From an optimization exercise on the open Yosys and OpenROAD flow, aimed at small area, a short achievable clock period and few clock cycles per item; shortcuts taken in it are not production practice.
RTL that was checked went through simulation tests only; none was proved equivalent to the original.
No functional check of the RTL was part of runs 2 to 5, 7 and 8.
Power figures rest on the tool's default switching activity, not on a simulated workload.

==> flow/design.v, too long to show whole: its modules and the start of the top module <==
// module fx_round_sat: 53 lines
// module dense_neuron_mac: 952 lines
module dense_neuron_mac #(
  parameter int unsigned N     = nn_pkg::N,
  parameter int unsigned FRAC  = nn_pkg::FRAC,
  parameter int unsigned LEN_W = 9,
  parameter int unsigned ACC_W = 72
) (
  input  logic                    clk,
  input  logic                    rst,
  input  logic                    start,
  input  logic        [LEN_W-1:0] len,
  input  logic signed [N-1:0]     bias,
  input  logic                    relu_en,
  input  logic                    in_valid,
  output logic                    in_ready,
  input  logic signed [N-1:0]     x,
  input  logic signed [N-1:0]     w,
  output logic                    out_valid,
  input  logic                    out_ready,
  output logic signed [N-1:0]     out,
  output logic                    sat,
  output logic                    busy,
  output logic                    done
);
  // ...
==> flow/flow/run.sh <==
#!/bin/bash
set -euo pipefail
bash standard.sh 'BUFFER_PORTS_ARGS=-buffer_cell sky130_fd_sc_hd__buf_2' SETUP_SLACK_MARGIN=8.3 TNS_END_PERCENT=0 SKIP_INCREMENTAL_REPAIR=1 finish > flow_standard.log 2>&1
==> flow/standard.sh <==
#!/bin/bash
# synth_recipe.tcl (not shown) runs the flow's synth.tcl, then flattens the netlist and writes it again
# the make line also repeats each setting of config.mk as NAME=value (left out here)
make -C /OpenROAD-flow-scripts/flow DESIGN_CONFIG=/design/flow/config.mk WORK_HOME=/design/flow/orfs CLKGATE_MAP_FILE= SYNTH_SCRIPT=/design/flow/synth_recipe.tcl "${@:-finish}"
==> flow/config.mk <==
export PLATFORM = sky130hd
export DESIGN_NAME = dense_neuron_mac
export DESIGN_NICKNAME = dense_neuron_mac
export VERILOG_FILES = /design/flow/design.v
export SDC_FILE = /design/flow/constraint.sdc
export NUM_CORES = 4
export LEC_CHECK = 0
export CAP_MARGIN = 20
export CORE_MARGIN = 2
export CORE_UTILIZATION = 50
export SLEW_MARGIN = 20
==> flow/constraint.sdc <==
create_clock -name core_clock -period 12.0 [get_ports {clk}]
set_input_delay 2.4000 -clock core_clock [delete_from_list [all_inputs] [get_ports {clk}]]
set_output_delay 2.4000 -clock core_clock [all_outputs]
set_load 0.01 [all_outputs]
==> impl_metrics.tcl, run 1 <==
set metrics [dict create \
    vias 27150 \
    final_cell_mix "fa_1 (559), a22oi_1 (482), inv_1 (478), xor2_1 (438), dfxtp_1 (210)" \
    netlist_instances 3485 \
    combinationalPower_uw 179 \
    synth_common_cells "fa_1 (570), a22oi_1 (496), inv_1 (482), xor2_1 (439)" \
    drive_above_1_share_pct 14.18 \
    route.met3.wl_mm 14.56 \
    nets 4330 \
    postLayoutCoreUtil_pct 57.38 \
    numCtsBuffers 35 \
    endpoint "acc_c[33]" \
    seq_cell_count 274 \
    multi_input_area_share_pct 66.77 \
    cp_data_required_time_ns 12.45 \
    synthTopCellsByArea "fa_1 (33%), dfxtp_1 (15%), xor2_1 (11%), a22oi_1 (11%), ha_1 (5.7%)" \
    start_util_pct 50.60 \
    status "no timing/DRC/antenna violations" \
    synth-compound-area-share_pct 14.34 \
    stdcell_count 4449 \
    pg_seq_uw 926 \
    h-tree-depth 2 \
    r2r-end "acc_c[33]" \
    worstHoldStart "fin1_q" \
    hp-class "flip-flop to flip-flop" \
    dp_hpwl_mm 75.05 \
    nMultiInputCombCells 2420 \
    avgSynthCellArea_um2 9.975 \
    place_ws_ns 7.423 \
    maxCapViolations 0 \
    critPathSlowestCell "fa_1" \
    slew-limit-headroom_pct 28.78 \
    core_mm2 0.06871 \
    dpl.cell_count 4338 \
    reg2reg_slack_ns 7.95 \
    clk_share_pct 3.047 \
    grtUsageMet1_pct 46.25 \
    grt_busiest_layer "met2" \
    synth-adder-area-share_pct 38.47 \
    max_stage_delay_ns 0.52 \
    cp.depth 11 \
    worst_pin_slew_ns 1.066 \
    power_frac_comb_pct 8.1 \
    num_tap_cells 931 \
    io-pin-count 148 \
]
Testbench counts, summed over its fixed seeds: cycles 13,071, beats 11,791.
==> module fx_round_sat, before the edit <==
module fx_round_sat #(
  parameter int unsigned N     = nn_pkg::N,
  parameter int unsigned FRAC  = nn_pkg::FRAC,
  parameter int unsigned ACC_W = 72
) (
  input  logic [ACC_W-1:0]    acc_s,
  input  logic [ACC_W-1:0]    acc_c,
  input  logic                relu_en,
  output logic signed [N-1:0] out,
  output logic                sat
);
  localparam int unsigned K  = FRAC + N - 1;    
  localparam int unsigned LV = (ACC_W > 64) ? 7 : (ACC_W > 32) ? 6 : (ACC_W > 16) ? 5 : 4;
  logic [ACC_W-1:0] p, g, t;
  logic [ACC_W-1:0] pg [LV+1];
  logic [ACC_W-1:0] pp [LV+1];
  logic [ACC_W-1:0] cin;       
  logic [ACC_W-1:0] total;
  logic             ones_hi, zeros_hi, sgn, kill;
  logic signed [N-1:0] res;
  assign p = acc_s ^ acc_c;
  assign g = acc_s & acc_c;
  assign t = acc_s | acc_c;
  assign pg[0] = g;
  assign pp[0] = p;
  for (genvar l = 0; l < LV; l++) begin : g_lvl
    for (genvar i = 0; i < ACC_W; i++) begin : g_bit
      if ((i >> l) & 1) begin : g_join
        localparam int J = ((i >> l) << l) - 1;
        assign pg[l+1][i] = pg[l][i] | (pp[l][i] & pg[l][J]);
        assign pp[l+1][i] = pp[l][i] & pp[l][J];
      end else begin : g_pass
        assign pg[l+1][i] = pg[l][i];
        assign pp[l+1][i] = pp[l][i];
      end
    end
  end
  assign cin   = {pg[LV][ACC_W-2:0], 1'b0};
  assign total = p ^ cin;
  always_comb begin
    ones_hi  = 1'b1;
    zeros_hi = 1'b1;
    for (int i = K + 1; i < ACC_W; i++) begin
      ones_hi  = ones_hi & (p[i] ^ g[i-1]);
      zeros_hi = zeros_hi & ~(p[i] ^ t[i-1]);
    end
    sat  = total[K] ? ~ones_hi : ~zeros_hi;
    sgn  = total[ACC_W-1];
    res  = sat ? {sgn, {(N-1){~sgn}}} : total[K:FRAC];
    kill = relu_en & res[N-1];
    out  = kill ? '0 : res;
  end
endmodule
==> run 2, diff against run 1 <==
--- a/flow/design.v
+++ b/flow/design.v
@@ -23,5 +23,5 @@
 );
   localparam int unsigned K  = FRAC + N - 1;    
-  localparam int unsigned LV = (ACC_W > 64) ? 7 : (ACC_W > 32) ? 6 : (ACC_W > 16) ? 5 : 4;
+  localparam int unsigned LV = $clog2(ACC_W);
   logic [ACC_W-1:0] p, g, t;
   logic [ACC_W-1:0] pg [LV+1];
==> impl_metrics.tcl, run 2 <==
set metrics [dict create \
    status "no timing/DRC/antenna violations" \
    stdcell_area_mm2 0.03943 \
    netlist.area_leader.share_pct 32.82 \
    synth_edf_count 10 \
    hp-class "flip-flop to flip-flop" \
    avgSynthCellArea_um2 9.975 \
    crit_path_max_fanout 32 \
    antenna_found_initial 0 \
    finalWeightedCongestion 0.8859 \
    powerDensity_mw_per_mm2 56.34 \
    grt_pass1_wl_mm 185.4 \
    vias 27150 \
    grt_max_degree 45 \
    place_area_mm2 0.03619 \
    peakVddDrop_uv 88.07 \
    setup_tns_ns 0 \
    swShare_pct 26.76 \
    io-pin-count 148 \
    synthTopCellsByArea "fa_1 (33%), dfxtp_1 (15%), xor2_1 (11%), a22oi_1 (11%), ha_1 (5.7%)" \
    cp_data_required_time_ns 12.45 \
    cts_hold_buf 0 \
    firstDrtPassIters 6 \
    portBuffers 147 \
    power.internal_mw 1.627 \
    clk_latency_ns 0.59 \
    synth_async_sr_flop_share_pct 2.190 \
    worst_hold_slack_ns 0.3581 \
    setup_viol_count_final 0 \
    layout_commonest_cell "fa_1" \
    slew_violations 0 \
    place_ws_ns 7.423 \
    synth_area_mm2 0.03476 \
    grt_remaining_overflow 0 \
    worst_pin_slew_ns 1.066 \
    fin_crit_sh_pct 33.77 \
    nets 4330 \
    drt-total-wl_mm 120.7 \
    route.detailed.drc 0 \
    cts.sinks 274 \
    numCtsBuffers 35 \
    synth_warnings 4 \
    via_per_inst 6.101 \
    finalCriticalPeriod_ns 4.053 \
    area_growth_pct 13.41 \
    power.leakage_nw 15.48 \
    clkTransAtPathRegs_ns 0.06 \
    final_cell_mix "fa_1 (559), a22oi_1 (482), inv_1 (478), xor2_1 (438), dfxtp_1 (210)" \
    detail-route-antenna-nets 0 \
    p_sw_uw 594.4 \
    pwr-share-seq_pct 41.7 \
    hold_viol_final 0 \
    cts_setup_buffers 21 \
    netlist_instances 3485 \
    rows 96 \
    ys_ff_latch 274 \
    ys_seq_area_share_pct 16.15 \
    maxCapViolations 0 \
    worst_slack_ns 7.947 \
    dieHeight_um 267.7 \
    cts_buffer_depth 3 \
    antenna_cells 0 \
    slew-limit-headroom_pct 28.78 \
    grt_pass1_vias 29680 \
    power_frac_comb_pct 8.1 \
    die_x_um 267.7 \
    core_mm2 0.06871 \
    fill_cells 5949 \
    drtIter0Drc 3047 \
    fmax_mhz 246.8 \
    fin_skew_ns 0.03010 \
    reg_top3 "acc_c: 72 flops, acc_s: 72 flops" \
    p_clk_share_pct 50.3 \
    setup.worst_path.start_class "flip-flop" \
    track_usage_pct 34.62 \
    synth_common_cells "fa_1 (570), a22oi_1 (496), inv_1 (482), xor2_1 (439)" \
    cp-end-kind "flip-flop" \
    ctsResizeCount 247 \
    synth_area_leader_cell "fa_1" \
    synth_cell_type_count 66 \
    yosysMostFrequentCell "fa_1" \
    root_buffer "clkbuf_16" \
    crit_arrival_ns 4.50 \
    cts_tree "yes" \
    drt-wirelength-per-cell_um 27.13 \
    crit_type "flip-flop to flip-flop" \
    synth_ff_type "dfxtp_1" \
    start_util_pct 50.60 \
    die_area_mm2 0.07166 \
    drive_above_1_share_pct 14.18 \
    dp_hpwl_mm 75.05 \
    syn-num-nets 4323 \
    h-tree-depth 2 \
]
run 2: cell counts after synthesis:
Identical to the previous run, type by type.
run 2: metrics by stage:
step / cells / utilization [%] / power (mW)
floorplan: 3485 / - / 1.002
global placement: 4338 / 52.68 / 1.072
detailed placement: 4338 / 52.68 / 1.073
CTS: 4449 / 57.38 / 2.232
global route: 4449 / 57.38 / 2.273
finish: 4449 / 57.38 / 2.221
run 2: worst paths after layout:
check	depth (start not counted)	start	to	slack, ns
setup reg to reg	11	xa[2]	acc_c[33]	7.95
hold / removal	0	fin1_q	fin2_q	0.36
max in group asynchronous	1	rst	fin2_q	10.22
min in group asynchronous	1	rst	done_q	1.64
hold reg to reg	0	fin1_q	fin2_q	0.36
setup / recovery	11	xa[2]	acc_c[33]	7.95
run 2: final cells by class:
class	instances	area, um^2	share of cell area, %
Clock buffer	47	1012	2.567
Multi-Input combinational cell	2420	26320	66.77
Tap cell	931	1165	2.955
Sequential cell	274	5713	14.49
Inverter	482	1809	4.589
Timing Repair Buffer	279	3214	8.153
Clock inverter	16	188.9	0.4792
run 2: metal layers:
layer  GRT usage [%]  up-vias  share of wire [%]
li1                -    11310                  -
met1           46.25    13620                 39
met2           52.07     1785                 44
met3           10.22      432                 12
met4           15.37        0                5.1
met5               0        -                  0
run 2: critical path, stage by stage (launching register included):
cell     delay, ns
dfxtp_1       0.30
buf_4         0.47
a22oi_1       0.17
xnor2_1       0.16
ha_1          0.30
inv_1         0.07
fa_1          0.45
fa_1          0.48
fa_1          0.49
fa_1          0.52
inv_1         0.05
fa_1          0.41
run 2: kinds of logic after synthesis:
family                   after synthesis  synth area share [%]
AND/OR/NAND/NOR                      374                 5.564
buffers and inverters                791                 8.681
XOR/XNOR                             623                 15.70
multiplexers                          34                 1.094
flip-flops                           274                 16.15
AO/OA/AOI/OAI                        662                 14.34
adder cells (fa/ha/maj)              727                 38.47
run 2: power groups by stage:
stage                     registers, mW  clock network, mW  logic [mW]
after detailed placement          0.942                  0       0.132
final                             0.926               1.12       0.179
after floorplan                   0.946                  0      0.0561
after global routing              0.926               1.17       0.180
after CTS                         0.925               1.14       0.170
after global placement            0.942                  0       0.130
==> run 3, diff against run 2 <==
==> flow/flow/run.sh (replaced) <==
#!/bin/bash
set -euo pipefail
bash standard.sh 'BUFFER_PORTS_ARGS=-buffer_cell sky130_fd_sc_hd__buf_2' SETUP_SLACK_MARGIN=8.3 TNS_END_PERCENT=0 finish > flow_standard.log 2>&1
==> impl_metrics.tcl, run 3 <==
set metrics [dict create \
    vias 27530 \
    cts_tree "yes" \
    maxCapViolations 0 \
    grt_pass1_vias 29680 \
    slew-limit-headroom_pct 44.87 \
    drtIter0Drc 3152 \
    synthTopCellsByArea "fa_1 (33%), dfxtp_1 (15%), xor2_1 (11%), a22oi_1 (11%), ha_1 (5.7%)" \
    seq_area_mm2 0.005741 \
    die_x_um 267.7 \
    yosysMostFrequentCell "fa_1" \
    hold_viol_final 0 \
    ys_seq_area_share_pct 16.15 \
    powerDensity_mw_per_mm2 55.56 \
    crit_arrival_ns 4.49 \
    setup_viol_count_final 0 \
    core_mm2 0.06871 \
    start_util_pct 50.60 \
    grt_remaining_overflow 0 \
    synth_async_sr_flop_share_pct 2.190 \
    grt_max_degree 45 \
    worst_hold_slack_ns 0.3581 \
    power_frac_comb_pct 8.5 \
    synth_common_cells "fa_1 (570), a22oi_1 (496), inv_1 (482), xor2_1 (439)" \
    route.detailed.drc 0 \
    swShare_pct 26.91 \
    drt-wirelength-per-cell_um 27.55 \
    pwr-share-seq_pct 41.5 \
    firstDrtPassIters 7 \
    slew_violations 0 \
    power.leakage_nw 15.75 \
    hp-class "flip-flop to flip-flop" \
    reg_top3 "acc_c: 72 flops, acc_s: 72 flops" \
    p_clk_share_pct 50.1 \
    worst_pin_slew_ns 0.8220 \
    peakVddDrop_uv 88.33 \
    crit_type "flip-flop to flip-flop" \
    netlist.area_leader.share_pct 32.82 \
    avgSynthCellArea_um2 9.975 \
    cts_hold_buf 0 \
    netlist_instances 3485 \
    synth_area_leader_cell "fa_1" \
    fin_crit_sh_pct 33.72 \
    die_area_mm2 0.07166 \
    numCtsBuffers 35 \
    finalCriticalPeriod_ns 4.046 \
    setup_tns_ns 0 \
    grt_pass1_wl_mm 185.4 \
    crit_path_max_fanout 7 \
    fill_cells 5879 \
    synth_edf_count 10 \
    cts_buffer_depth 3 \
    portBuffers 147 \
    dieHeight_um 267.7 \
    track_usage_pct 34.62 \
    root_buffer "clkbuf_16" \
    h-tree-depth 2 \
    power.internal_mw 1.631 \
    cp_data_required_time_ns 12.44 \
    status "no timing/DRC/antenna violations" \
    drive_above_1_share_pct 16.39 \
    layout_commonest_cell "fa_1" \
    clk_latency_ns 0.59 \
    antenna_found_initial 0 \
    synth_cell_type_count 66 \
    rows 96 \
    finalWeightedCongestion 0.8859 \
    fmax_mhz 247.2 \
    fin_skew_ns 0.03210 \
    syn-num-nets 4323 \
    area_growth_pct 15.51 \
    via_per_inst 6.141 \
    detail-route-antenna-nets 0 \
    drt-total-wl_mm 123.5 \
    dp_hpwl_mm 75.05 \
    cp-end-kind "flip-flop" \
    io-pin-count 148 \
    multi_input_area_mm2 0.02650 \
    nets 4362 \
    p_sw_uw 600.4 \
    rsz0062_at_grt "true" \
    final_cell_mix "fa_1 (551), inv_1 (474), a22oi_1 (455), xor2_1 (436), dfxtp_1 (202)" \
    setup.worst_path.start_class "flip-flop" \
    cts.sinks 274 \
    clkTransAtPathRegs_ns 0.06 \
    ys_ff_latch 274 \
    synth_area_mm2 0.03476 \
    synth_warnings 4 \
    synth_ff_type "dfxtp_1" \
]
==> run 3: changes by cell type in the layout (fill, tap and decap cells not counted), moves of 10 or more <==
cell	change
buf_4	+19
a22oi_2	+27
buf_12	+18
a22oi_1	-27
buf_8	-10
==> run 3: cell type report <==
class                      count  share of cell area, %
multi-input combinational   2420                  65.99
sequential                   274                  14.30
timing repair buffer         311                  9.310
inverter                     482                  4.505
tap                          931                  2.901
clock buffer                  47                  2.521
clock inverter                16                 0.4705
antenna                        1               0.006231
==> run 3: kinds of logic (layout without fill, tap and decap cells) <==
kind of cell | Yosys count | count (layout) | synth area share (%)
fa+ha+maj | 727 | 727 | 38.47
xor+xnor | 623 | 623 | 15.70
compound gates | 662 | 662 | 14.34
flops | 274 | 274 | 16.15
mux | 34 | 34 | 1.094
other cells | 0 | 1 | 0
simple gates | 374 | 374 | 5.564
buf+inv | 791 | 856 | 8.681
==> run 3: final timing paths <==
path,start,end,slack (ns),cells past startpoint
max,xa[16],acc_c[30],7.95,13
min reg2reg,fin1_q,fin2_q,0.36,0
max in group asynchronous,rst,fin2_q,10.23,1
min,fin1_q,fin2_q,0.36,0
max reg2reg,xa[16],acc_c[30],7.95,13
min in group asynchronous,rst,done_q,1.63,1
==> run 3: power groups by stage <==
stage	combinational [mW]	sequential (mW)	clock [mW]
2_1_floorplan	0.0561	0.946	0
3_3_place_gp	0.130	0.942	0
3_5_place_dp	0.132	0.942	0
4_1_cts	0.170	0.925	1.14
5_1_grt	0.189	0.925	1.17
6_report	0.189	0.925	1.12
==> run 3: metrics by stage <==
stage | std cells | area [um^2] | setup slack (ns) | utilization, % | power (mW)
after floorplan | 3485 | 35130 | 8.157 | - | 1.002
after global placement | 4338 | 36190 | 7.492 | 52.68 | 1.072
after detailed placement | 4338 | 36190 | 7.423 | 52.68 | 1.073
after CTS | 4449 | 39430 | 8.000 | 57.38 | 2.232
after global routing | 4481 | 40150 | 7.839 | 58.44 | 2.281
final | 4482 | 40160 | 7.954 | 58.45 | 2.231
==> run 3: repair_timing <==
action,CTS,global route
buffers inserted,21,24
gates cloned,27,8
endpoints found under the setup margin,112,92
pin swaps,25,34
resized for setup,247,89
==> run 3: worst max-delay path, stage by stage, from the launching register on <==
cell,delay [ns]
dfxtp_4,0.37
buf_12,0.15
buf_12,0.14
a22oi_1,0.16
xor2_1,0.22
fa_2,0.53
fa_1,0.47
fa_1,0.50
inv_1,0.05
fa_1,0.36
inv_1,0.07
fa_1,0.40
inv_1,0.08
fa_1,0.39
==> run 3: metal layers <==
layer / share of wire [%] / global-route usage (%)
met5: 0 / 0
met4: 5.0 / 15.37
met3: 13 / 10.22
met2: 44 / 52.07
met1: 39 / 46.25
==> run 4, diff against run 3 <==
==> flow/flow/run.sh (replaced) <==
#!/bin/bash
set -euo pipefail
bash standard.sh 'BUFFER_PORTS_ARGS=-buffer_cell sky130_fd_sc_hd__buf_2' SETUP_SLACK_MARGIN=8.7 TNS_END_PERCENT=0 SKIP_INCREMENTAL_REPAIR=1 finish > flow_standard.log 2>&1
==> impl_metrics.tcl, run 4 <==
set metrics [dict create \
    hp-class "flip-flop to flip-flop" \
    via_per_inst 6.101 \
    die_area_mm2 0.07166 \
    crit_buf_inv 3 \
    cp-end-kind "flip-flop" \
    track_usage_pct 34.62 \
    detail-route-antenna-nets 0 \
    stdcell_area_mm2 0.03943 \
    finalWeightedCongestion 0.8859 \
    min_delay_path_depth 0 \
    cts.sinks 274 \
    finalCriticalPeriod_ns 4.053 \
    grt_pass1_vias 29680 \
    dp_hpwl_mm 75.05 \
    setup_viol_count_final 0 \
    vias 27150 \
    nets 4330 \
    portBuffers 147 \
    worst_slack_ns 7.947 \
    cpLargestDelayFamily "adder cells" \
    cp_data_required_time_ns 12.45 \
    slew-limit-headroom_pct 28.78 \
    firstDrtPassIters 6 \
    netlist.area_leader.share_pct 32.82 \
    place_area_mm2 0.03619 \
    clkTransAtPathRegs_ns 0.06 \
    place_ws_ns 7.423 \
    yosysMostFrequentCell "fa_1" \
    hold_viol_final 0 \
    syn-num-nets 4323 \
    final_cell_mix "fa_1 (559), a22oi_1 (482), inv_1 (478), xor2_1 (438), dfxtp_1 (210)" \
    drt-total-wl_mm 120.7 \
    worst_pin_slew_ns 1.066 \
    swShare_pct 26.76 \
    rows 96 \
    start_util_pct 50.60 \
    cts_tree "yes" \
    synth_area_mm2 0.03476 \
    h-tree-depth 2 \
    root_buffer "clkbuf_16" \
    dieHeight_um 267.7 \
    grt_remaining_overflow 0 \
    path_cells "buf_4 -> a22oi_1 -> xnor2_1 -> ha_1 -> inv_1 -> fa_1 -> fa_1 -> fa_1 -> fa_1 -> inv_1 -> fa_1" \
    synthTopCellsByArea "fa_1 (33%), dfxtp_1 (15%), xor2_1 (11%), a22oi_1 (11%), ha_1 (5.7%)" \
    maxCapViolations 0 \
    drive_above_1_share_pct 14.18 \
    reg_top3 "acc_c: 72 flops, acc_s: 72 flops" \
    setup.worst_path.start_class "flip-flop" \
    io-pin-count 148 \
    peakVddDrop_uv 88.07 \
    critPathSlowestCell "fa_1" \
    netlist_instances 3485 \
    synth_area_leader_cell "fa_1" \
    p_sw_uw 594.4 \
    powerDensity_mw_per_mm2 56.34 \
    die_x_um 267.7 \
    slew_violations 0 \
    ys_seq_area_share_pct 16.15 \
    synth_warnings 4 \
    dpl.cell_count 4338 \
    clk_latency_ns 0.59 \
    ys_ff_latch 274 \
    antenna_cells 0 \
    synth_ff_type "dfxtp_1" \
    core_mm2 0.06871 \
    postLayoutCoreUtil_pct 57.38 \
    power_frac_comb_pct 8.1 \
    pwr-share-seq_pct 41.7 \
    setup_tns_ns 0 \
    synth_cell_type_count 66 \
    cts_buffer_depth 3 \
    p_clk_share_pct 50.3 \
    layout_commonest_cell "fa_1" \
    status "no timing/DRC/antenna violations" \
    ctsResizeCount 247 \
    rr_worst_depth 11 \
    fin_total_pwr_mw 2.221 \
    crit_type "flip-flop to flip-flop" \
    antenna_found_initial 0 \
    synth_async_sr_flop_share_pct 2.190 \
    stdcell_count 4449 \
    crit_path_max_fanout 32 \
    cp.depth 11 \
    route.detailed.drc 0 \
    synth_edf_count 10 \
    fmax_mhz 246.8 \
    drt-wirelength-per-cell_um 27.13 \
    area_growth_pct 13.41 \
    grt_max_degree 45 \
    grt_pass1_wl_mm 185.4 \
    crit_arrival_ns 4.50 \
    synth_common_cells "fa_1 (570), a22oi_1 (496), inv_1 (482), xor2_1 (439)" \
    cts_setup_buffers 21 \
    avgSynthCellArea_um2 9.975 \
    drtIter0Drc 3047 \
    fin_skew_ns 0.03010 \
    worst_hold_slack_ns 0.3581 \
    max_stage_delay_ns 0.52 \
    cts_hold_buf 0 \
    timing.critical_path.mode_cell "fa_1" \
    fin_crit_sh_pct 33.77 \
    power.leakage_nw 15.48 \
    numCtsBuffers 35 \
    power.internal_mw 1.627 \
]
run 4: worst paths after layout:
check                       endpoint  slack, ns   start
max                        acc_c[33]       7.95   xa[2]
min                           fin2_q       0.36  fin1_q
max reg2reg                acc_c[33]       7.95   xa[2]
min reg2reg                   fin2_q       0.36  fin1_q
max in group asynchronous     fin2_q      10.22     rst
min in group asynchronous     done_q       1.64     rst
run 4: per-layer routing:
layer  up-vias  routed length, um  share of wire, %  GRT usage [%]
met3       432              14560                12          10.22
met2      1785              52760                44          52.07
met4         0               6149               5.1          15.37
met1     13620              47220                39          46.25
met5         -                  0                 0              0
li1      11310                  -                 -              -
run 4: logic make-up (layout without fill, tap and decap cells):
logic type               Yosys count  count (layout)  synth area share, %
buffers and inverters            791             824                8.681
adder cells (fa/ha/maj)          727             727                38.47
AO/OA/AOI/OAI                    662             662                14.34
XOR/XNOR                         623             623                15.70
AND/OR/NAND/NOR                  374             374                5.564
flip-flops                       274             274                16.15
multiplexers                      34              34                1.094
run 4: power by group through the flow:
stage	logic (mW)	clock network, mW	registers, mW
after floorplan	0.0561	0	0.946
final	0.179	1.12	0.926
after CTS	0.170	1.14	0.925
after global routing	0.180	1.17	0.926
after global placement	0.130	0	0.942
after detailed placement	0.132	0	0.942
run 4: final cells by class:
class,instances,area [um^2]
Multi-Input combinational cell,2420,26320
Tap cell,931,1165
Clock inverter,16,188.9
Timing Repair Buffer,279,3214
Clock buffer,47,1012
Inverter,482,1809
Fill cell,5949,29280
Sequential cell,274,5713
run 4: worst register-to-register path, stage by stage, from the launching register on:
cell	delay, ns
dfxtp_1	0.30
buf_4	0.47
a22oi_1	0.20
xnor2_1	0.16
ha_1	0.30
inv_1	0.07
fa_1	0.45
fa_1	0.48
fa_1	0.50
fa_1	0.52
inv_1	0.05
fa_1	0.41
==> run 5, diff against run 4 <==
==> flow/flow/run.sh (replaced) <==
#!/bin/bash
set -euo pipefail
bash standard.sh 'BUFFER_PORTS_ARGS=-buffer_cell sky130_fd_sc_hd__buf_2' SETUP_SLACK_MARGIN=8.3 TNS_END_PERCENT=0 SKIP_INCREMENTAL_REPAIR=1 SYNTH_ARGS=-noabc finish > flow_standard.log 2>&1
==> impl_metrics.tcl, run 5 <==
set metrics [dict create \
    fin_crit_sh_pct 34.06 \
    cts_buffer_depth 3 \
    hp-class "flip-flop to flip-flop" \
    power.internal_mw 1.656 \
    dr_wl_met2_mm 52.56 \
    pwr-share-seq_pct 41.1 \
    hold_viol_final 0 \
    clkTransAtPathRegs_ns 0.06 \
    grt_remaining_overflow 0 \
    dr.max_layer_used "met5" \
    crit_path_max_fanout 14 \
    cts_hold_buf 0 \
    finalWeightedCongestion 0.8903 \
    synth_area_mm2 0.03320 \
    route.detailed.drc 0 \
    cp_data_required_time_ns 12.45 \
    drt-total-wl_mm 123.9 \
    rows 94 \
    netlist.area_leader.share_pct 34.37 \
    dieHeight_um 261.7 \
    power_frac_comb_pct 8.3 \
    timing.critical_path.mode_cell "fa_1" \
    dp_hpwl_mm 72.49 \
    max_stage_delay_ns 0.57 \
    reg_top3 "acc_c: 72 flops, acc_s: 72 flops" \
    core_mm2 0.06575 \
    p_sw_uw 603.8 \
    wl_met1_mm 46.23 \
    finalCriticalPeriod_ns 4.087 \
    cp-end-kind "flip-flop" \
    track_usage_pct 36.69 \
    critPathSlowestCell "fa_1" \
    ys_seq_area_share_pct 16.91 \
    slew_violations 0 \
    cts.sinks 274 \
    cts_setup_buffers 21 \
    setup_tns_ns 0 \
    ctsResizeCount 308 \
    worst_hold_slack_ns 0.3531 \
    final_cell_mix "xnor2_1 (556), fa_1 (548), a22oi_1 (480), dfxtp_1 (196), ha_1 (157)" \
    portBuffers 147 \
    root_buffer "clkbuf_16" \
    setup.worst_path.start_class "flip-flop" \
    synth_ff_type "dfxtp_1" \
    nets 3978 \
    avgSynthCellArea_um2 10.66 \
    drt-wirelength-per-cell_um 30.74 \
    peakVddDrop_uv 78.87 \
    yosysMostFrequentCell "fa_1" \
    synth_async_sr_flop_share_pct 2.190 \
    fmax_mhz 244.7 \
    p_clk_share_pct 50.6 \
    clk_latency_ns 0.61 \
    antenna_found_initial 4 \
    drive_above_1_share_pct 16.93 \
    worst_pin_slew_ns 1.107 \
    synth_cell_type_count 54 \
    synth_warnings 4 \
    io-pin-count 148 \
    firstDrtPassIters 7 \
    power.leakage_nw 16.90 \
    startpoint "two_a[2]" \
    area_growth_pct 15.99 \
    layout_commonest_cell "xnor2_1" \
    die_x_um 261.7 \
    setup_viol_count_final 0 \
    powerDensity_mw_per_mm2 58.67 \
    netlist_instances 3114 \
    worstHoldStart "fin1_q" \
    route.met3.wl_mm 17.53 \
    swShare_pct 26.72 \
    fin_skew_ns 0.04473 \
    drtIter0Drc 3235 \
    status "no timing/DRC/antenna violations" \
    crit_type "flip-flop to flip-flop" \
    synth_area_leader_cell "fa_1" \
    via_per_inst 6.554 \
    slew-limit-headroom_pct 25.63 \
    synth_edf_count 10 \
    detail-route-antenna-nets 0 \
    grt_pass1_wl_mm 183.9 \
    cts_tree "yes" \
    grt_pass1_vias 28550 \
    synth_common_cells "fa_1 (570), xnor2_1 (563), a22oi_1 (497), dfxtp_1 (258), clkbuf_1 (255)" \
    syn-num-nets 3952 \
    r2r_start "two_a[2]" \
    synthTopCellsByArea "fa_1 (34%), dfxtp_1 (16%), xnor2_1 (15%), a22oi_1 (11%), ha_1 (5.9%)" \
    grt_max_degree 37 \
    numCtsBuffers 37 \
    die_area_mm2 0.06849 \
    ys_ff_latch 274 \
    maxCapViolations 0 \
    h-tree-depth 2 \
    crit_arrival_ns 4.54 \
    path_cells "buf_12 -> a22oi_1 -> xnor2_2 -> fa_1 -> fa_1 -> fa_1 -> fa_2 -> fa_1 -> fa_1" \
    start_util_pct 50.50 \
    vias 26420 \
]
run 5: logic make-up (layout without fill, tap and decap cells):
group	after synthesis	count (layout)	synth area share [%]
xor+xnor	620	620	16.35
flops	274	274	16.91
other cells	0	1	0
fa+ha+maj	727	727	40.28
mux	32	32	1.085
buf+inv	454	506	5.268
compound gates	658	658	14.67
simple gates	349	349	5.430
run 5: power groups by stage:
stage               registers [mW]  clock network (mW)  logic [mW]
floorplan                    0.946                   0      0.0575
global placement             0.942                   0       0.133
detailed placement           0.942                   0       0.133
CTS                          0.926                1.16       0.177
global route                 0.927                1.20       0.187
finish                       0.928                1.14       0.188
run 5: layout make-up:
class	count	area, um^2
diodes	1	2.502
clock buffers	46	1010
clock inverters	19	234.0
fillers	5490	27230
inverters	150	563.0
multi-input cells	2386	26080
flip-flops and latches	274	5742
well taps	864	1081
repair buffers	291	3807
run 5: worst paths after layout:
path	endpoint	slack [ns]	cells after the start
setup reg to reg	acc_c[37]	7.91	9
hold / removal	fin2_q	0.35	0
hold reg to reg	fin2_q	0.35	0
max in group asynchronous	in_ready_q	10.22	1
min in group asynchronous	done_q	1.61	1
setup / recovery	acc_c[37]	7.91	9
run 5: critical path, delay by kind of cell, from the launching register on:
| family | cells | cell delay [ns] |
|---|---|---|
| flops | 1 | 0.37 |
| xor+xnor | 1 | 0.18 |
| compound gates | 1 | 0.29 |
| fa+ha+maj | 6 | 2.92 |
| buf+inv | 1 | 0.16 |
run 5: metal layers:
layer,vias up,GRT usage (%)
li1,10530,-
met1,13240,47.10
met2,2113,53.99
met3,526,13.44
met4,6,19.59
met5,-,0.6250
run 5: through the flow:
step	instance area [um^2]	total power, mW	std cells	utilization [%]	setup WS, ns
CTS	38510	2.268	4030	58.58	8.020
floorplan	33690	1.003	3114	-	8.221
global route	38510	2.309	4030	58.58	7.842
global placement	34550	1.074	3903	52.56	7.302
finish	38510	2.260	4031	58.58	7.913
detailed placement	34550	1.075	3903	52.56	7.208
==> run 6, diff against run 5 <==
--- a/flow/design.v
+++ b/flow/design.v
@@ -23,5 +23,5 @@
 );
   localparam int unsigned K  = FRAC + N - 1;    
-  localparam int unsigned LV = $clog2(ACC_W);
+  localparam int unsigned LV = (ACC_W > 64) ? 7 : (ACC_W > 32) ? 6 : (ACC_W > 16) ? 5 : 4;
   logic [ACC_W-1:0] p, g, t;
   logic [ACC_W-1:0] pg [LV+1];
--- a/flow/config.mk
+++ b/flow/config.mk
@@ -8,4 +8,4 @@
 export CAP_MARGIN = 20
 export CORE_MARGIN = 2
-export CORE_UTILIZATION = 50
+export CORE_UTILIZATION = 65
 export SLEW_MARGIN = 20
==> impl_metrics.tcl, run 6 <==
set metrics [dict create \
    crit_arrival_ns 4.74 \
    swShare_pct 26.11 \
    power.leakage_nw 16.76 \
    worst_pin_slew_ns 1.239 \
    die_x_um 230.0 \
    slew-limit-headroom_pct 16.66 \
    stdcell_count 3824 \
    detail-route-antenna-nets 0 \
    seq_area_mm2 0.005718 \
    finalWeightedCongestion 0.9274 \
    grt_max_degree 46 \
    netlist_instances 3114 \
    dp_hpwl_mm 69.69 \
    ys_ff_latch 274 \
    clk_latency_ns 0.59 \
    synth_async_sr_flop_share_pct 2.190 \
    fin_crit_sh_pct 35.58 \
    grt_pass1_vias 29050 \
    portBuffers 147 \
    final_cell_mix "xnor2_1 (558), fa_1 (554), a22oi_1 (480), dfxtp_1 (197), ha_1 (157)" \
    avgSynthCellArea_um2 10.66 \
    fmax_mhz 234.2 \
    fin_total_pwr_mw 2.224 \
    dpl.cell_count 3711 \
    peakVddDrop_uv 106.2 \
    power_frac_comb_pct 8.2 \
    place_area_mm2 0.03432 \
    worst_slack_ns 7.730 \
    hp-class "flip-flop to flip-flop" \
    multi_input_area_mm2 0.02604 \
    ctsResizeCount 278 \
    synthTopCellsByArea "fa_1 (34%), dfxtp_1 (16%), xnor2_1 (15%), a22oi_1 (11%), ha_1 (5.9%)" \
    dieHeight_um 230.0 \
    setup.worst_path.start_class "flip-flop" \
    drt-wirelength-per-cell_um 31.09 \
    area_growth_pct 14.22 \
    drive_above_1_share_pct 16.31 \
    drtIter0Drc 3984 \
    cts_buffer_depth 3 \
    synth_cell_type_count 54 \
    pwr-share-seq_pct 41.8 \
    io-pin-count 148 \
    cts_tree "yes" \
    layout_commonest_cell "xnor2_1" \
    drt-total-wl_mm 118.9 \
    postLayoutCoreUtil_pct 75.44 \
    crit_path_max_fanout 32 \
    root_buffer "clkbuf_16" \
    route.detailed.drc 0 \
    vias 26800 \
    nets 3963 \
    ys_seq_area_share_pct 16.91 \
    synth_ff_type "dfxtp_1" \
    cts.sinks 274 \
    slew_violations 0 \
    fin_skew_ns 0.03659 \
    synth_common_cells "fa_1 (570), xnor2_1 (563), a22oi_1 (497), dfxtp_1 (258), clkbuf_1 (255)" \
    numCtsBuffers 35 \
    synth_warnings 4 \
    status "no timing/DRC/antenna violations" \
    setup_tns_ns 0 \
    crit_type "flip-flop to flip-flop" \
    synth_area_leader_cell "fa_1" \
    p_clk_share_pct 50.0 \
    yosysMostFrequentCell "fa_1" \
    setup_viol_count_final 0 \
    cts_hold_buf 0 \
    synth_area_mm2 0.03320 \
    grt_pass1_wl_mm 179.4 \
    power.internal_mw 1.643 \
    netlist.area_leader.share_pct 34.37 \
    grt_remaining_overflow 0 \
    h-tree-depth 2 \
    finalCriticalPeriod_ns 4.270 \
    stdcell_area_mm2 0.03793 \
    clkTransAtPathRegs_ns 0.06 \
    synth_edf_count 10 \
    p_sw_uw 580.7 \
    die_area_mm2 0.05291 \
    cp_data_required_time_ns 12.47 \
    cts_setup_buffers 11 \
    antenna_found_initial 4 \
    rows 82 \
    syn-num-nets 3952 \
    worst_hold_slack_ns 0.3709 \
    fill_cells 3359 \
    core_mm2 0.05027 \
    powerDensity_mw_per_mm2 58.64 \
    via_per_inst 7.009 \
    start_util_pct 66.05 \
    firstDrtPassIters 10 \
    cp-end-kind "flip-flop" \
    hold_viol_final 0 \
    track_usage_pct 45.84 \
    maxCapViolations 0 \
    place_ws_ns 7.073 \
    reg_top3 "acc_c: 72 flops, acc_s: 72 flops" \
]
-- run 6: cell counts after synthesis --
No cell type changed its count.
-- run 6: metal layers --
| metal | share of wire, % | GRT usage, % |
|---|---|---|
| met1 | 34 | 56.94 |
| met2 | 42 | 66.43 |
| met3 | 16 | 20.23 |
| met4 | 6.7 | 25.91 |
| met5 | 0.24 | 2.849 |
-- run 6: final timing paths --
check / slack, ns / end / cells past startpoint / start
worst max-delay path: 7.73 / out_q[31] / 11 / acc_s[66]
worst min-delay path: 0.37 / fin2_q / 0 / fin1_q
worst max register to register: 7.73 / out_q[31] / 11 / acc_s[66]
worst min register to register: 0.37 / fin2_q / 0 / fin1_q
max in group asynchronous: 10.21 / in_ready_q / 1 / rst
min in group asynchronous: 1.64 / done_q / 1 / rst
-- run 6: area by class of cell --
class | instances | area share (%)
multi-input combinational | 2386 | 68.65
sequential | 274 | 15.08
clock inverter | 19 | 0.6763
clock buffer | 44 | 2.504
antenna | 1 | 0.006598
inverter | 150 | 1.485
timing repair buffer | 278 | 9.383
tap | 672 | 2.217
-- run 6: critical path: stages (launching register included) --
cell and delay, ns:
dfxtp_1 0.35, inv_1 0.05, ha_1 0.47, and3_1 0.20, nand3_1 0.13, nor4_1 1.06
o31ai_1 0.49, o211ai_1 0.25, a41o_1 0.13, xor2_1 0.21, a211o_4 0.48, nor3b_1 0.33
-- run 6: logic make-up after synthesis --
logic type	Yosys count	share of synthesized area (%)
fa+ha+maj	727	40.28
compound gates	658	14.67
xor+xnor	620	16.35
buf+inv	454	5.268
simple gates	349	5.430
flops	274	16.91
mux	32	1.085
-- run 6: power by group through the flow --
stage	Clock, mW	Sequential, mW	Combinational [mW]
3_5_place_dp	0	0.944	0.124
2_1_floorplan	0	0.946	0.0575
6_report	1.11	0.931	0.181
5_1_grt	1.16	0.930	0.181
3_3_place_gp	0	0.944	0.123
4_1_cts	1.12	0.929	0.169
Testbench counts of run 6, summed over its fixed seeds: cycles 13,071, beats 11,791.
==> run 7, diff against run 6 <==
--- a/flow/design.v
+++ b/flow/design.v
@@ -22,44 +22,15 @@
   output logic                sat
 );
-  localparam int unsigned K  = FRAC + N - 1;    
-  localparam int unsigned LV = (ACC_W > 64) ? 7 : (ACC_W > 32) ? 6 : (ACC_W > 16) ? 5 : 4;
-  logic [ACC_W-1:0] p, g, t;
-  logic [ACC_W-1:0] pg [LV+1];
-  logic [ACC_W-1:0] pp [LV+1];
-  logic [ACC_W-1:0] cin;       
   logic [ACC_W-1:0] total;
-  logic             ones_hi, zeros_hi, sgn, kill;
+  logic [ACC_W-FRAC-N:0] hi;
   logic signed [N-1:0] res;
-  assign p = acc_s ^ acc_c;
-  assign g = acc_s & acc_c;
-  assign t = acc_s | acc_c;
-  assign pg[0] = g;
-  assign pp[0] = p;
-  for (genvar l = 0; l < LV; l++) begin : g_lvl
-    for (genvar i = 0; i < ACC_W; i++) begin : g_bit
-      if ((i >> l) & 1) begin : g_join
-        localparam int J = ((i >> l) << l) - 1;
-        assign pg[l+1][i] = pg[l][i] | (pp[l][i] & pg[l][J]);
-        assign pp[l+1][i] = pp[l][i] & pp[l][J];
-      end else begin : g_pass
-        assign pg[l+1][i] = pg[l][i];
-        assign pp[l+1][i] = pp[l][i];
-      end
-    end
-  end
-  assign cin   = {pg[LV][ACC_W-2:0], 1'b0};
-  assign total = p ^ cin;
   always_comb begin
-    ones_hi  = 1'b1;
-    zeros_hi = 1'b1;
-    for (int i = K + 1; i < ACC_W; i++) begin
-      ones_hi  = ones_hi & (p[i] ^ g[i-1]);
-      zeros_hi = zeros_hi & ~(p[i] ^ t[i-1]);
-    end
-    sat  = total[K] ? ~ones_hi : ~zeros_hi;
-    sgn  = total[ACC_W-1];
-    res  = sat ? {sgn, {(N-1){~sgn}}} : total[K:FRAC];
-    kill = relu_en & res[N-1];
-    out  = kill ? '0 : res;
+    total = acc_s + acc_c;
+    hi    = total[ACC_W-1:FRAC+N-1];
+    sat   = !((&hi) || !(|hi));
+    res   = total[FRAC+N-1:FRAC];
+    if (sat) res = total[ACC_W-1] ? {1'b1, {(N-1){1'b0}}} : {1'b0, {(N-1){1'b1}}};
+    if (relu_en && res[N-1]) res = '0;
+    out = res;
   end
 endmodule
==> flow/flow/run.sh (replaced) <==
#!/bin/bash
# The standard layout, with repair_timing asked for extra setup slack so that
# the design is sized for a period below the design's 12 ns.
set -euo pipefail
bash standard.sh SETUP_SLACK_MARGIN=8.0 TNS_END_PERCENT=0 finish > flow_standard.log 2>&1
--- a/flow/config.mk
+++ b/flow/config.mk
@@ -8,4 +8,4 @@
 export CAP_MARGIN = 20
 export CORE_MARGIN = 2
-export CORE_UTILIZATION = 65
+export CORE_UTILIZATION = 50
 export SLEW_MARGIN = 20
==> impl_metrics.tcl, run 7 <==
set metrics [dict create \
    stdcell_area_mm2 0.04375 \
    cts_buffer_depth 3 \
    final_cell_mix "fa_1 (536), a22oi_1 (437), inv_1 (410), xor2_1 (369), xnor2_1 (198)" \
    power_frac_comb_pct 9.1 \
    drt-total-wl_mm 138.0 \
    rows 99 \
    synth_edf_count 10 \
    synth_cell_type_count 106 \
    route.detailed.drc 0 \
    synth_warnings 2 \
    portBuffers 147 \
    setup_viol_count_final 0 \
    die_x_um 274.8 \
    cp-end-kind "flip-flop" \
    finalCriticalPeriod_ns 4.127 \
    rr_worst_depth 11 \
    die_area_mm2 0.07551 \
    multi_input_area_mm2 0.02940 \
    dieHeight_um 274.8 \
    drive_above_1_share_pct 17.90 \
    ys_ff_latch 274 \
    synth_ff_type "dfxtp_1" \
    postLayoutCoreUtil_pct 60.06 \
    cpLargestDelayFamily "adder cells" \
    area_growth_pct 19.32 \
    antenna_found_initial 2 \
    grt_remaining_overflow 0 \
    swShare_pct 27.19 \
    numCtsBuffers 37 \
    cts.sinks 274 \
    drtIter0Drc 3774 \
    seq_area_mm2 0.005797 \
    setup.worst_path.start_class "flip-flop" \
    avgSynthCellArea_um2 9.478 \
    place_area_mm2 0.03851 \
    reg_top3 "acc_c: 72 flops, acc_s: 72 flops" \
    synth_common_cells "fa_1 (554), a22oi_1 (499), inv_1 (426), xor2_1 (386), clkbuf_1 (261)" \
    netlist_instances 3868 \
    cp.depth 11 \
    h-tree-depth 2 \
    slew-limit-headroom_pct 47.85 \
    crit_buf_inv 3 \
    worst_pin_slew_ns 0.7741 \
    power.leakage_nw 15.89 \
    min_delay_path_depth 0 \
    timing.critical_path.mode_cell "fa_1" \
    synth_area_mm2 0.03666 \
    dp_hpwl_mm 83.57 \
    finalWeightedCongestion 0.9437 \
    netlist.area_leader.share_pct 30.25 \
    cts_tree "yes" \
    vias 30960 \
    hold_viol_final 0 \
    syn-num-nets 4661 \
    io-pin-count 148 \
    path_cells "a22oi_2 -> xor2_2 -> fa_1 -> fa_1 -> fa_1 -> inv_1 -> fa_2 -> inv_2 -> fa_1 -> inv_2 -> fa_1" \
    detail-route-antenna-nets 0 \
    clkTransAtPathRegs_ns 0.06 \
    crit_arrival_ns 4.58 \
    nets 4687 \
    synth_area_leader_cell "fa_1" \
    layout_commonest_cell "fa_1" \
    grt_pass1_vias 30720 \
    yosysMostFrequentCell "fa_1" \
    p_sw_uw 618.8 \
    max_stage_delay_ns 0.67 \
    power.internal_mw 1.657 \
    powerDensity_mw_per_mm2 52.03 \
    slew_violations 0 \
    p_clk_share_pct 50.2 \
    status "no timing/DRC/antenna violations" \
    drt-wirelength-per-cell_um 28.27 \
    core_mm2 0.07283 \
    grt_pass1_wl_mm 192.7 \
    rsz0062_at_grt "true" \
    crit_type "flip-flop to flip-flop" \
    crit_path_max_fanout 17 \
    start_util_pct 50.34 \
    clk_latency_ns 0.58 \
    pwr-share-seq_pct 40.7 \
    setup_tns_ns 0 \
    critPathSlowestCell "dfxtp_4" \
    firstDrtPassIters 7 \
    ys_seq_area_share_pct 15.32 \
    track_usage_pct 33.98 \
    synth_async_sr_flop_share_pct 2.190 \
    cp_data_required_time_ns 12.45 \
    fmax_mhz 242.3 \
    via_per_inst 6.343 \
    root_buffer "clkbuf_16" \
    maxCapViolations 0 \
    fill_cells 6279 \
    peakVddDrop_uv 115.9 \
    grt_max_degree 60 \
    fin_crit_sh_pct 34.39 \
    antenna_cells 0 \
    synthTopCellsByArea "fa_1 (30%), dfxtp_1 (14%), a22oi_1 (10%), xor2_1 (9.2%), xnor2_1 (4.8%)" \
    fin_skew_ns 0.01818 \
    hp-class "flip-flop to flip-flop" \
]
-- run 7: through the flow --
step	worst slack, ns	hold slack [ns]	power (mW)	cells
after floorplan	7.933	0.3312	1.000	3868
after global placement	7.101	0.3418	1.093	4704
after detailed placement	7.049	0.3450	1.094	4704
after CTS	7.716	0.3484	2.232	4775
after global routing	7.841	0.3608	2.325	4881
final	7.873	0.3490	2.276	4881
-- run 7: power by group through the flow --
| stage | clock network, mW | logic [mW] | registers (mW) |
|---|---|---|---|
| floorplan | 0 | 0.0545 | 0.946 |
| global placement | 0 | 0.152 | 0.941 |
| detailed placement | 0 | 0.152 | 0.941 |
| CTS | 1.16 | 0.154 | 0.921 |
| global route | 1.19 | 0.208 | 0.925 |
| finish | 1.14 | 0.208 | 0.926 |
-- run 7: repair_timing --
action,4_1_cts,5_1_grt
setup buffers,4,68
hold endpoints to repair,0,0
gates cloned,0,38
endpoints found under the setup margin,108,95
hold buffers,0,0
resized for setup,74,607
pin swaps,0,105
-- run 7: worst reg2reg max path, stage by stage (launching register included) --
cell     delay [ns]
dfxtp_4        0.67
a22oi_2        0.15
xor2_2         0.19
fa_1           0.58
fa_1           0.45
fa_1           0.54
inv_1          0.06
fa_2           0.38
inv_2          0.06
fa_1           0.42
inv_2          0.07
fa_1           0.41
-- run 7: area by class of cell --
cell class                 count  share of cell area [%]
clock buffer                  50                   2.465
sequential                   274                   13.25
multi-input combinational   2820                   67.20
tap                          959                   2.743
timing repair buffer         335                   10.34
inverter                     426                   3.672
clock inverter                17                  0.3260
-- run 7: final timing paths --
path                            startpoint         to  slack [ns]
worst max-delay path              two_a[9]  acc_c[34]        7.87
worst min-delay path                fin1_q     fin2_q        0.35
worst max register to register    two_a[9]  acc_c[34]        7.87
worst min register to register      fin1_q     fin2_q        0.35
max in group asynchronous              rst     busy_q        9.70
min in group asynchronous              rst     fin1_q        2.06
-- run 7: metal layers --
layer  vias to the layer above  share of wire, %  track usage (%)
met2                      2211                43            51.22
met5                         -                 0                0
met1                     15330                39            46.72
met3                       481                13            10.12
met4                         0               5.0            11.38
li1                      12940                 -                -
-- run 7: cell families (layout without fill, tap and decap cells) --
kind of cell | after synthesis | in the layout | share of synthesized area [%]
AND/OR/NAND/NOR | 614 | 615 | 9.030
adder cells (fa/ha/maj) | 682 | 682 | 34.62
buffers and inverters | 775 | 828 | 8.361
flip-flops | 274 | 274 | 15.32
XOR/XNOR | 589 | 589 | 14.07
AO/OA/AOI/OAI | 894 | 894 | 17.39
multiplexers | 40 | 40 | 1.212
==> run 8, diff against run 7 <==
==> flow/flow/run.sh (replaced) <==
#!/bin/bash
# The standard layout, with repair_timing asked for extra setup slack so that
# the design is sized for a period below the design's 12 ns.
set -euo pipefail
bash standard.sh SETUP_SLACK_MARGIN=8.5 TNS_END_PERCENT=0 finish > flow_standard.log 2>&1
==> impl_metrics.tcl, run 8 <==
set metrics [dict create \
    status "no timing/DRC/antenna violations" \
    slew_violations 0 \
    slew-limit-headroom_pct 45.69 \
    reg_top3 "acc_c: 72 flops, acc_s: 72 flops" \
    cp_data_required_time_ns 12.45 \
    synthTopCellsByArea "fa_1 (30%), dfxtp_1 (14%), a22oi_1 (10%), xor2_1 (9.2%), xnor2_1 (4.8%)" \
    synth_async_sr_flop_share_pct 2.190 \
    root_buffer "clkbuf_16" \
    numCtsBuffers 36 \
    die_x_um 274.8 \
    synth_cell_type_count 106 \
    grtUsageMet1_pct 47.72 \
    clk_latency_ns 0.57 \
    dpl.cell_count 4698 \
    cts.sinks 274 \
    die_area_mm2 0.07551 \
    finalCriticalPeriod_ns 4.017 \
    crit_arrival_ns 4.46 \
    drive_above_1_share_pct 17.36 \
    peakVddDrop_uv 89.18 \
    cts_buffer_depth 3 \
    final_cell_mix "fa_1 (529), a22oi_1 (457), inv_1 (418), xor2_1 (384), xnor2_1 (195)" \
    avgSynthCellArea_um2 9.478 \
    via_per_inst 6.331 \
    portBuffers 147 \
    nets 4701 \
    netlist_instances 3868 \
    setup_tns_ns 0 \
    worst_slack_ns 7.983 \
    yosysMostFrequentCell "fa_1" \
    core_mm2 0.07283 \
    max_stage_delay_ns 0.62 \
    start_util_pct 50.34 \
    synth_warnings 2 \
    hold_viol_final 0 \
    path_cells "buf_12 -> a22oi_2 -> xor2_1 -> fa_1 -> fa_1 -> fa_1 -> inv_1 -> fa_2 -> inv_2 -> fa_1 -> inv_1 -> fa_1" \
    fin_skew_ns 0.02183 \
    place_ws_ns 6.780 \
    route.detailed.drc 0 \
    netlist.area_leader.share_pct 30.25 \
    crit_type "flip-flop to flip-flop" \
    syn-num-nets 4661 \
    cp-end-kind "flip-flop" \
    synth_area_leader_cell "fa_1" \
    dieHeight_um 274.8 \
    ys_ff_latch 274 \
    rsz0062_at_grt "true" \
    timing.critical_path.mode_cell "fa_1" \
    fin_total_pwr_mw 2.301 \
    io-pin-count 148 \
    maxCapViolations 0 \
    drtIter0Drc 3522 \
    setup.worst_path.start_class "flip-flop" \
    layout_commonest_cell "fa_1" \
    vias 31000 \
    gr-usage-met3_pct 12.88 \
    dp_hpwl_mm 82.56 \
    setup_viol_count_final 0 \
    stdcell_count 4896 \
    critPathSlowestCell "fa_1" \
    synth_ff_type "dfxtp_1" \
    firstDrtPassIters 7 \
    antenna_found_initial 2 \
    fill_cells 6267 \
    grt_pass1_vias 31800 \
    grt_max_degree 43 \
    rows 99 \
    drt-total-wl_mm 140.1 \
    track_usage_pct 36.98 \
    fmax_mhz 248.9 \
    synth_common_cells "fa_1 (554), a22oi_1 (499), inv_1 (426), xor2_1 (386), clkbuf_1 (261)" \
    ys_seq_area_share_pct 15.32 \
    hp-class "flip-flop to flip-flop" \
    drt-wirelength-per-cell_um 28.61 \
    fin_crit_sh_pct 33.48 \
    clkTransAtPathRegs_ns 0.06 \
    grt_remaining_overflow 0 \
    powerDensity_mw_per_mm2 52.17 \
    area_growth_pct 20.28 \
    crit_path_max_fanout 32 \
    worst_pin_slew_ns 0.8062 \
    gr-usage-met2_pct 56.35 \
    h-tree-depth 2 \
    power.leakage_nw 16.09 \
    synth_area_mm2 0.03666 \
    grt_busiest_layer "met2" \
    cts_hold_buf 0 \
    finalWeightedCongestion 0.9435 \
    detail-route-antenna-nets 0 \
    grt_pass1_wl_mm 206.5 \
    cts_tree "yes" \
    synth_edf_count 10 \
]
==> run 8: kinds of logic after synthesis <==
logic type               after synthesis  share of synthesized area [%]
buffers and inverters                775                          8.361
flip-flops                           274                          15.32
multiplexers                          40                          1.212
XOR/XNOR                             589                          14.07
adder cells (fa/ha/maj)              682                          34.62
AO/OA/AOI/OAI                        894                          17.39
AND/OR/NAND/NOR                      614                          9.030
==> run 8: power breakdown <==
part | internal, mW | switching, mW | leakage [nW]
logic | 0.0953 | 0.126 | 13.2
registers | 0.916 | 0.00951 | 2.32
clock network | 0.709 | 0.445 | 0.607
==> run 8: final timing paths <==
path	from	end	slack, ns	cells past startpoint
max in group asynchronous	rst	busy_q	9.69	1
min in group asynchronous	rst	in_ready_q	2.07	1
setup reg to reg	xa[17]	acc_c[35]	7.98	12
hold reg to reg	fin1_q	fin2_q	0.35	0
setup / recovery	xa[17]	acc_c[35]	7.98	12
hold / removal	fin1_q	fin2_q	0.35	0
==> run 8: cell type report <==
cell class | count | area [um^2] | share of cell area, %
diodes | 3 | 7.507 | 0.01702
repair buffers | 349 | 4967 | 11.26
clock inverters | 10 | 163.9 | 0.3717
flip-flops and latches | 274 | 5799 | 13.15
multi-input cells | 2821 | 29270 | 66.37
inverters | 426 | 1612 | 3.655
clock buffers | 54 | 1081 | 2.451
well taps | 959 | 1200 | 2.721
==> run 8: critical path, delay by kind of cell (launching register included) <==
family                   cells  cell delay, ns
adder cells (fa/ha/maj)      6            2.79
buffers and inverters        4            0.44
flip-flops                   1            0.34
XOR/XNOR                     1            0.19
AO/OA/AOI/OAI                1            0.13
==> run 8: repair_timing <==
| item | 4_1_cts | 5_1_grt |
|---|---|---|
| endpoints found under the hold margin | 0 | 0 |
| resized for setup | 483 | 36 |
| gates cloned | 34 | 6 |
| setup endpoints to repair | 209 | 190 |
| setup buffers | 80 | 11 |
| pin swaps | 61 | 14 |
==> run 8: per-stage QoR <==
stage               hold slack [ns]  utilization [%]  instance area, um^2
detailed placement           0.3420            53.11                38680
CTS                          0.3526            59.97                43680
finish                       0.3502            60.54                44100
floorplan                    0.3312                -                37440
global placement             0.3464            53.11                38680
global route                 0.3664            60.53                44090
==> run 8: per-layer routing <==
| layer | vias up | wire length, um | share of wire [%] |
|---|---|---|---|
| met5 | - | 13 | 0.0093 |
| met4 | 2 | 8029 | 5.7 |
| met3 | 522 | 19070 | 14 |
| met2 | 2226 | 60550 | 43 |
| met1 | 15230 | 52420 | 37 |
| li1 | 13020 | - | - |

[what the ideal ports hide]
Ports are ideal in the flow. The routed layouts listed here were re-timed in OpenROAD.
Step 1: set_driving_cell puts a clkbuf_16 on clk and a buf_2 on each other input, an assumption about the parent block.
Step 2, shift: input delay + t, output delay - t, t = (earliest + latest rising clock arrival at the registers) / 2. This alone moves slack from input paths to output paths.
a / b / c = ideal / step 1 / step 2; a / b = the first two.
run | t (ns) | setup slack, ns | slew at the worst register clock pin (ns)
run 1 | 0.643 | 7.947 / 7.947 / 7.629 | 0.07 / 0.07
run 2 | 0.643 | 7.947 / 7.947 / 7.629 | 0.07 / 0.07
run 3 | 0.646 | 7.954 / 7.954 / 7.954 | 0.07 / 0.07
run 4 | 0.643 | 7.947 / 7.947 / 7.629 | 0.07 / 0.07
run 5 | 0.651 | 7.913 / 7.913 / 7.913 | 0.06 / 0.06
run 6 | 0.645 | 7.730 / 7.730 / 7.605 | 0.07 / 0.07
run 7 | 0.635 | 7.873 / 7.861 / 7.461 | 0.07 / 0.07
run 8 | 0.626 | 7.983 / 7.983 / 7.491 | 0.06 / 0.06
After both steps setup and hold are still met in every run listed. For run 8, which loses most, drivers alone change the setup slack by 0.000 ns; drivers and shift together by -0.492 ns.
